Source: an optimization exercise on an open RTL-to-GDS flow (aim: small area). Production flows keep margins and buffers that such runs may drop. Only simulation tests tie the RTL to the original design; equivalence was not proved. No activity file was given, so power comes from the tool's default toggle rates. No driver is modelled on the clock port, so clocking that relies on it looks cheaper here than on a real chip.

## run 1
## fm_voice
module fm_voice (
	input logic clk37,
	input logic rst,
	input logic cmd_valid,
	input logic [31:0] cmd_data,
	output logic signed [15:0] sample,
	output logic sample_valid,
	output logic cmd_busy
);
Settings: LEC_CHECK=0, ABC_AREA=1, CAP_MARGIN=20, CORE_MARGIN=2, CORE_UTILIZATION=75, PLACE_DENSITY=0.85, SLEW_MARGIN=20; clock period 10.0 ns.
standard.sh (not shown) runs the stock make flow with config.mk's settings and CLKGATE_MAP_FILE= SYNTH_SCRIPT=/design/flow/synth_recipe.tcl, a recipe that flattens the netlist after the stock synthesis.
==> flow/flow/run.sh <==
#!/bin/bash
# The standard layout (standard.sh) with three changes:
# - synthesis maps the logic with ABC's mapper told to relax delay in favour of area: the ORFS scripts
#   are copied to ./orfs_scripts unchanged except abc_area.script (ABC_AREA is
#   set in config.mk), and SCRIPTS_DIR points there;
# - the input and output ports are buffered with the smallest buffer (buf_1);
# - clock tree synthesis adds no dummy loads to balance the tree (leaf clusters
#   of up to 32 sinks within 110 um, clkbuf_16 only).
# The full tool output goes to standard.log here and to the ORFS logs under
# orfs/logs.
set -e
cd "$(dirname "$0")/.."
rm -rf orfs_scripts
cp -r "$FLOW_HOME/scripts" orfs_scripts
printf '&get -n\n&st\n&dch\n&nf -R 1000 -p\n&put\ntopo\nstime -c\n' > orfs_scripts/abc_area.script
export SCRIPTS_DIR="$PWD/orfs_scripts"
export BUFFER_PORTS_ARGS="-buffer_cell sky130_fd_sc_hd__buf_1"
export CTS_ARGS="-sink_clustering_enable -repair_clock_nets -dont_use_dummy_load -sink_clustering_size 32 -sink_clustering_max_diameter 110 -buf_list sky130_fd_sc_hd__clkbuf_16"
bash standard.sh > standard.log 2>&1
Setup changes, run 1 to run 2
Settings: changing CORE_UTILIZATION from 75 to 78; changing PLACE_DENSITY from 0.85 to 0.88.
diff --git a/flow/flow/run.sh b/flow/flow/run.sh
--- a/flow/flow/run.sh
+++ b/flow/flow/run.sh
@@ -7,3 +7,3 @@
 # - clock tree synthesis adds no dummy loads to balance the tree (leaf clusters
-#   of up to 32 sinks within 110 um, clkbuf_16 only).
+#   of up to 33 sinks within 90 um, clkbuf_16 only).
 # The full tool output goes to standard.log here and to the ORFS logs under
@@ -17,3 +17,3 @@
 export BUFFER_PORTS_ARGS="-buffer_cell sky130_fd_sc_hd__buf_1"
-export CTS_ARGS="-sink_clustering_enable -repair_clock_nets -dont_use_dummy_load -sink_clustering_size 32 -sink_clustering_max_diameter 110 -buf_list sky130_fd_sc_hd__clkbuf_16"
+export CTS_ARGS="-sink_clustering_enable -repair_clock_nets -dont_use_dummy_load -sink_clustering_size 33 -sink_clustering_max_diameter 90 -buf_list sky130_fd_sc_hd__clkbuf_16"
 bash standard.sh > standard.log 2>&1
### Flow results
Data required time of the critical path down 0.03 ns in run 2 wrt run 1
Between run 1 and run 2, the flow reports number of cells on the critical path increasing by more than 10%.
[run 2 vs run 1] layout cell share with drive strength beyond 1: higher in run 2
Modified inputs, run 3 compared to run 2
Settings: changing PLACE_DENSITY from 0.88 to 0.85; changing CORE_UTILIZATION from 78 to 75.
==> summary.txt <==
Against run 2, run 3 comes in about 0.4% higher on number of non-filler instances in the completed layout.
Combinational gate power (run 3 vs. run 2) decreases by a little under 10%
Diff run 2 -> run 3: worst setup slack increased by 0.076 ns relative to the old numbers; average cell area after synthesis closely matched the old numbers.
Initial core utilization in run 3 is 3.5 points lower than in run 2
Run 3 was carried through to the last stage, and its layout satisfied the timing, design-rule and antenna checks.
Comparing run 3 against run 2, there is no change at all in count of maximum capacitance violations.
Cmp run 3 and run 2 / global-route usage / higher: run 2
The post-route setup TNS was comparable across run 3 and run 2.
Measured against each other, run 3 and run 2 differ in combinational power share, the lower figure coming from run 3.
> inputs changed (run 3 -> run 4)
diff --git a/flow/flow/run.sh b/flow/flow/run.sh
--- a/flow/flow/run.sh
+++ b/flow/flow/run.sh
@@ -7,3 +7,3 @@
 # - clock tree synthesis adds no dummy loads to balance the tree (leaf clusters
-#   of up to 33 sinks within 90 um, clkbuf_16 only).
+#   of up to 34 sinks within 90 um, clkbuf_16 only).
 # The full tool output goes to standard.log here and to the ORFS logs under
@@ -17,3 +17,3 @@
 export BUFFER_PORTS_ARGS="-buffer_cell sky130_fd_sc_hd__buf_1"
-export CTS_ARGS="-sink_clustering_enable -repair_clock_nets -dont_use_dummy_load -sink_clustering_size 33 -sink_clustering_max_diameter 90 -buf_list sky130_fd_sc_hd__clkbuf_16"
+export CTS_ARGS="-sink_clustering_enable -repair_clock_nets -dont_use_dummy_load -sink_clustering_size 34 -sink_clustering_max_diameter 90 -buf_list sky130_fd_sc_hd__clkbuf_16"
 bash standard.sh > standard.log 2>&1
[summary]
Between run 3 and run 4, the difference in global-route track usage on met3 is negligible.
Delta (run 4 minus run 3): ratio of routed vias to standard cells lower, total length of routed wires fell 1.3%, register-to-register slack down 0.04 ns.
Between run 3 and run 4, the difference in internal power summed over all cells is negligible.
Lower number of inserted diodes among run 3 and run 4: run 4
Run 4 has maximum frequency below what run 3 had.
On number of resized instances in the post-cts repair step: run 4 sits below run 3.
Period utilization, run 3 and run 4, lower one = run 3.
Total power of run 4 falls short of that of run 3 slightly.

== job 101 ==
fm_voice, a different RTL version from the one above (not shown whole).
Size in the first run: roughly 5600 cells after synthesis, about 53 I/O pins, ~72000 sq um of cells after synthesis.
clock: 10.0 ns
lec_check: 0
abc_area: 1
cap_margin: 20
core_margin: 2
core_utilization: 78
place_density: 0.88
slew_margin: 20
==> flow/flow/run.sh <==
#!/bin/bash
# The standard layout (standard.sh) with two changes: the input and output
# ports are buffered with the smallest buffer (buf_1), and clock tree synthesis
# adds no dummy loads to balance the tree (leaf clusters of up to 33 sinks within 90 um,
# clkbuf_16 only). The full tool output goes to standard.log here and to the
# ORFS logs under orfs/logs.
set -e
cd "$(dirname "$0")/.."
export BUFFER_PORTS_ARGS="-buffer_cell sky130_fd_sc_hd__buf_1"
export CTS_ARGS="-sink_clustering_enable -repair_clock_nets -dont_use_dummy_load -sink_clustering_size 33 -sink_clustering_max_diameter 90 -buf_list sky130_fd_sc_hd__clkbuf_16"
bash standard.sh > standard.log 2>&1
Edits applied to the flow inputs when going from job 101 to job 102:
# job 101
export LEC_CHECK = 0
export ABC_AREA = 1
export CAP_MARGIN = 20
export CORE_MARGIN = 2
export CORE_UTILIZATION = 78
export PLACE_DENSITY = 0.88
export SLEW_MARGIN = 20
create_clock -name core_clock -period 10.0 [get_ports {clk37}]
# job 102
export LEC_CHECK = 0
export ABC_AREA = 1
export CAP_MARGIN = 0
export CORE_MARGIN = 2
export CORE_UTILIZATION = 75
export PLACE_DENSITY = 0.85
export SLEW_MARGIN = 0
create_clock -name core_clock -period 10.0 [get_ports {clk37}]
==> flow/flow/run.sh <==
#!/bin/bash
# The standard layout (standard.sh) with three changes:
# - synthesis maps the logic with ABC's area-oriented mapper: the ORFS scripts
#   are copied to ./orfs_scripts unchanged except abc_area.script (ABC_AREA is
#   set in config.mk), and SCRIPTS_DIR points there;
# - the input and output ports are buffered with the smallest buffer (buf_1);
# - clock tree synthesis adds no dummy loads to balance the tree (leaf clusters
#   of up to 33 sinks within 90 um, clkbuf_16 only).
# The full tool output goes to standard.log here and to the ORFS logs under
# orfs/logs.
set -e
cd "$(dirname "$0")/.."
rm -rf orfs_scripts
cp -r "$FLOW_HOME/scripts" orfs_scripts
printf 'strash\ndch\namap\ntopo\nstime -c\n' > orfs_scripts/abc_area.script
export SCRIPTS_DIR="$PWD/orfs_scripts"
export BUFFER_PORTS_ARGS="-buffer_cell sky130_fd_sc_hd__buf_1"
export CTS_ARGS="-sink_clustering_enable -repair_clock_nets -dont_use_dummy_load -sink_clustering_size 33 -sink_clustering_max_diameter 90 -buf_list sky130_fd_sc_hd__clkbuf_16"
bash standard.sh > standard.log 2>&1
==> summary.txt <==
Per the final summary, job 102 finished and its layout is clean on timing, DRC and antenna.
Job 102: count of vias placed by the detailed router 3628 below job 101
Job 102 improves on job 101 in highest clock frequency the design can meet.
Job 102 ends up with a distinct cell type count after synthesis that is 2.2% lower than in job 101.
Summary of job 102 over job 101: combinational power rose about 3%; number of cells on the worst reg-to-reg path rose 4.
For job 103, these inputs were changed with respect to job 102:
# job 102
export LEC_CHECK = 0
export ABC_AREA = 1
export CAP_MARGIN = 0
export CORE_MARGIN = 2
export CORE_UTILIZATION = 75
export PLACE_DENSITY = 0.85
export SLEW_MARGIN = 0
create_clock -name core_clock -period 10.0 [get_ports {clk37}]
# job 103
export LEC_CHECK = 0
export ABC_AREA = 1
export CAP_MARGIN = 20
export CORE_MARGIN = 2
export CORE_UTILIZATION = 75
export PLACE_DENSITY = 0.85
export SLEW_MARGIN = 20
create_clock -name core_clock -period 10.0 [get_ports {clk37}]
diff --git a/flow/flow/run.sh b/flow/flow/run.sh
--- a/flow/flow/run.sh
+++ b/flow/flow/run.sh
@@ -3 +3 @@
-# - synthesis maps the logic with ABC's area-oriented mapper: the ORFS scripts
+# - synthesis maps the logic with ABC's mapper told to relax delay in favour of area: the ORFS scripts
@@ -15 +15 @@
-printf 'strash\ndch\namap\ntopo\nstime -c\n' > orfs_scripts/abc_area.script
+printf '&get -n\n&st\n&dch\n&nf -R 1000 -p\n&put\ntopo\nstime -c\n' > orfs_scripts/abc_area.script
Notes after the runs:
Worst supply voltage drop on vdd was lower in the run labelled job 103. Job 103 has less setup slack than job 102. Sort job 102 and job 103 by routed wire length, descending, and job 102 comes first. Between job 103 and job 102, it is job 103 whose post-layout minimum cycle time is higher, by 0.040 ns. Job 103 vs job 102, sequential area share after synthesis went up by 0.97 points. Clock group power of job 102 is on par with job 103. Diff job 102 -> job 103 | required time of the critical path | increase of 0.02 ns. Sort job 102 and job 103 by vias after detailed routing, ascending, and job 103 comes first.
Here is what was changed in the inputs of job 104 compared with job 103.
==> flow/flow/run.sh <==
#!/bin/bash
# The standard layout (standard.sh) with two changes: the input and output
# ports are buffered with the smallest buffer (buf_1), and clock tree synthesis
# adds no dummy loads to balance the tree (leaf clusters of up to 33 sinks within 90 um,
# clkbuf_16 only). The full tool output goes to standard.log here and to the
# ORFS logs under orfs/logs.
set -e
cd "$(dirname "$0")/.."
export BUFFER_PORTS_ARGS="-buffer_cell sky130_fd_sc_hd__buf_1"
export CTS_ARGS="-sink_clustering_enable -repair_clock_nets -dont_use_dummy_load -sink_clustering_size 33 -sink_clustering_max_diameter 90 -buf_list sky130_fd_sc_hd__clkbuf_16"
bash standard.sh > standard.log 2>&1
[summary]
In the reports for job 104 and job 103, the smaller met2 wirelength from detailed routing belongs to job 103. Sort job 104 and job 103 by first-pass GRT wire length desc -> top: job 104. Changes observed in job 104 relative to job 103: maximum number of pins on one net before global-route repair has increased, fraction of area in non-clock buffers closely matched the old numbers. Compared job 104 vs job 103, and post-layout worst setup margin is down in job 104. Fraction of power spent switching nets essentially unchanged between job 103 and job 104. Diff job 103 -> job 104: internal power summed over all cells shows no meaningful change; area taken by multi-input logic gates rose 4.9%. Between job 104 and job 103, total number of multi-input combinational cells is lower for job 103, job 104 comes in above that. Sequential share of layout area, job 104 and job 103: smaller value in job 104. Taking job 103 as the reference point, the logic gate share of total power of job 104 rises by 0.2 points.
For job 105, these inputs were changed with respect to job 104:
==> flow/flow/run.sh <==
#!/bin/bash
# The standard layout (standard.sh) with three changes:
# - synthesis maps the logic with ABC's area-oriented mapper: the ORFS scripts
#   are copied to ./orfs_scripts unchanged except abc_area.script (ABC_AREA is
#   set in config.mk), and SCRIPTS_DIR points there;
# - the input and output ports are buffered with the smallest buffer (buf_1);
# - clock tree synthesis adds no dummy loads to balance the tree (leaf clusters
#   of up to 33 sinks within 90 um, clkbuf_16 only).
# The full tool output goes to standard.log here and to the ORFS logs under
# orfs/logs.
set -e
cd "$(dirname "$0")/.."
rm -rf orfs_scripts
cp -r "$FLOW_HOME/scripts" orfs_scripts
printf 'strash\ndch\namap\ntopo\nstime -c\nbuffer -c\nupsize -c\ndnsize -c\n' > orfs_scripts/abc_area.script
export SCRIPTS_DIR="$PWD/orfs_scripts"
export BUFFER_PORTS_ARGS="-buffer_cell sky130_fd_sc_hd__buf_1"
export CTS_ARGS="-sink_clustering_enable -repair_clock_nets -dont_use_dummy_load -sink_clustering_size 33 -sink_clustering_max_diameter 90 -buf_list sky130_fd_sc_hd__clkbuf_16"
bash standard.sh > standard.log 2>&1
### Flow results
Job 105 vs job 104, wire length of the first global-routing pass went down by 11 mm.
Per the comparison of job 105 with job 104, die extent in y fell by 0.93%, post-layout worst setup margin rose by 0.035 ns, number of CTS-inserted buffers rose by 1, final area fell by about 1.6%.
Fmax, job 104 and job 105: lower on job 104

[static timing again, ports no longer ideal]
Ports are ideal in the flow. The routed layouts listed here were re-timed in OpenROAD. Step 1 (the two cells are an assumption about what drives the block):
set clk [get_ports {clk37}]
set_driving_cell -lib_cell sky130_fd_sc_hd__clkbuf_16 $clk
set_driving_cell -lib_cell sky130_fd_sc_hd__buf_2 [delete_from_list [all_inputs] $clk]
Step 2, shift: input delay + t, output delay - t, t = (earliest + latest rising clock arrival at the registers) / 2. This alone moves slack from input paths to output paths. Three values: ideal, step 1, step 2; two values: the first two.
run	t (ns)	setup slack, ns	hold WS [ns]	worst setup path after step 2	worst register clock-pin slew, ns
run 1	0.760	0.370 / 0.370 / 0.370	0.305 / 0.305 / 0.305	register to register	0.12 / 0.12
run 2	0.742	0.370 / 0.370 / 0.370	0.288 / 0.288 / 0.288	register to register	0.12 / 0.12
run 3	0.738	0.446 / 0.446 / 0.446	0.301 / 0.301 / 0.301	register to register	0.12 / 0.12
run 4	0.734	0.409 / 0.409 / 0.409	0.302 / 0.302 / 0.302	register to register	0.12 / 0.12
job 101	0.765	0.245 / 0.245 / 0.245	0.277 / 0.277 / 0.277	register to register	0.12 / 0.12
job 102	0.740	0.426 / 0.426 / 0.426	0.272 / 0.272 / 0.272	register to register	0.12 / 0.12
job 103	0.744	0.386 / 0.386 / 0.386	0.290 / 0.290 / 0.290	register to register	0.12 / 0.12
job 104	0.744	0.374 / 0.374 / 0.374	0.283 / 0.283 / 0.283	register to register	0.12 / 0.12
job 105	0.742	0.409 / 0.409 / 0.409	0.281 / 0.281 / 0.281	register to register	0.12 / 0.12
After both steps every run listed still meets setup and hold.
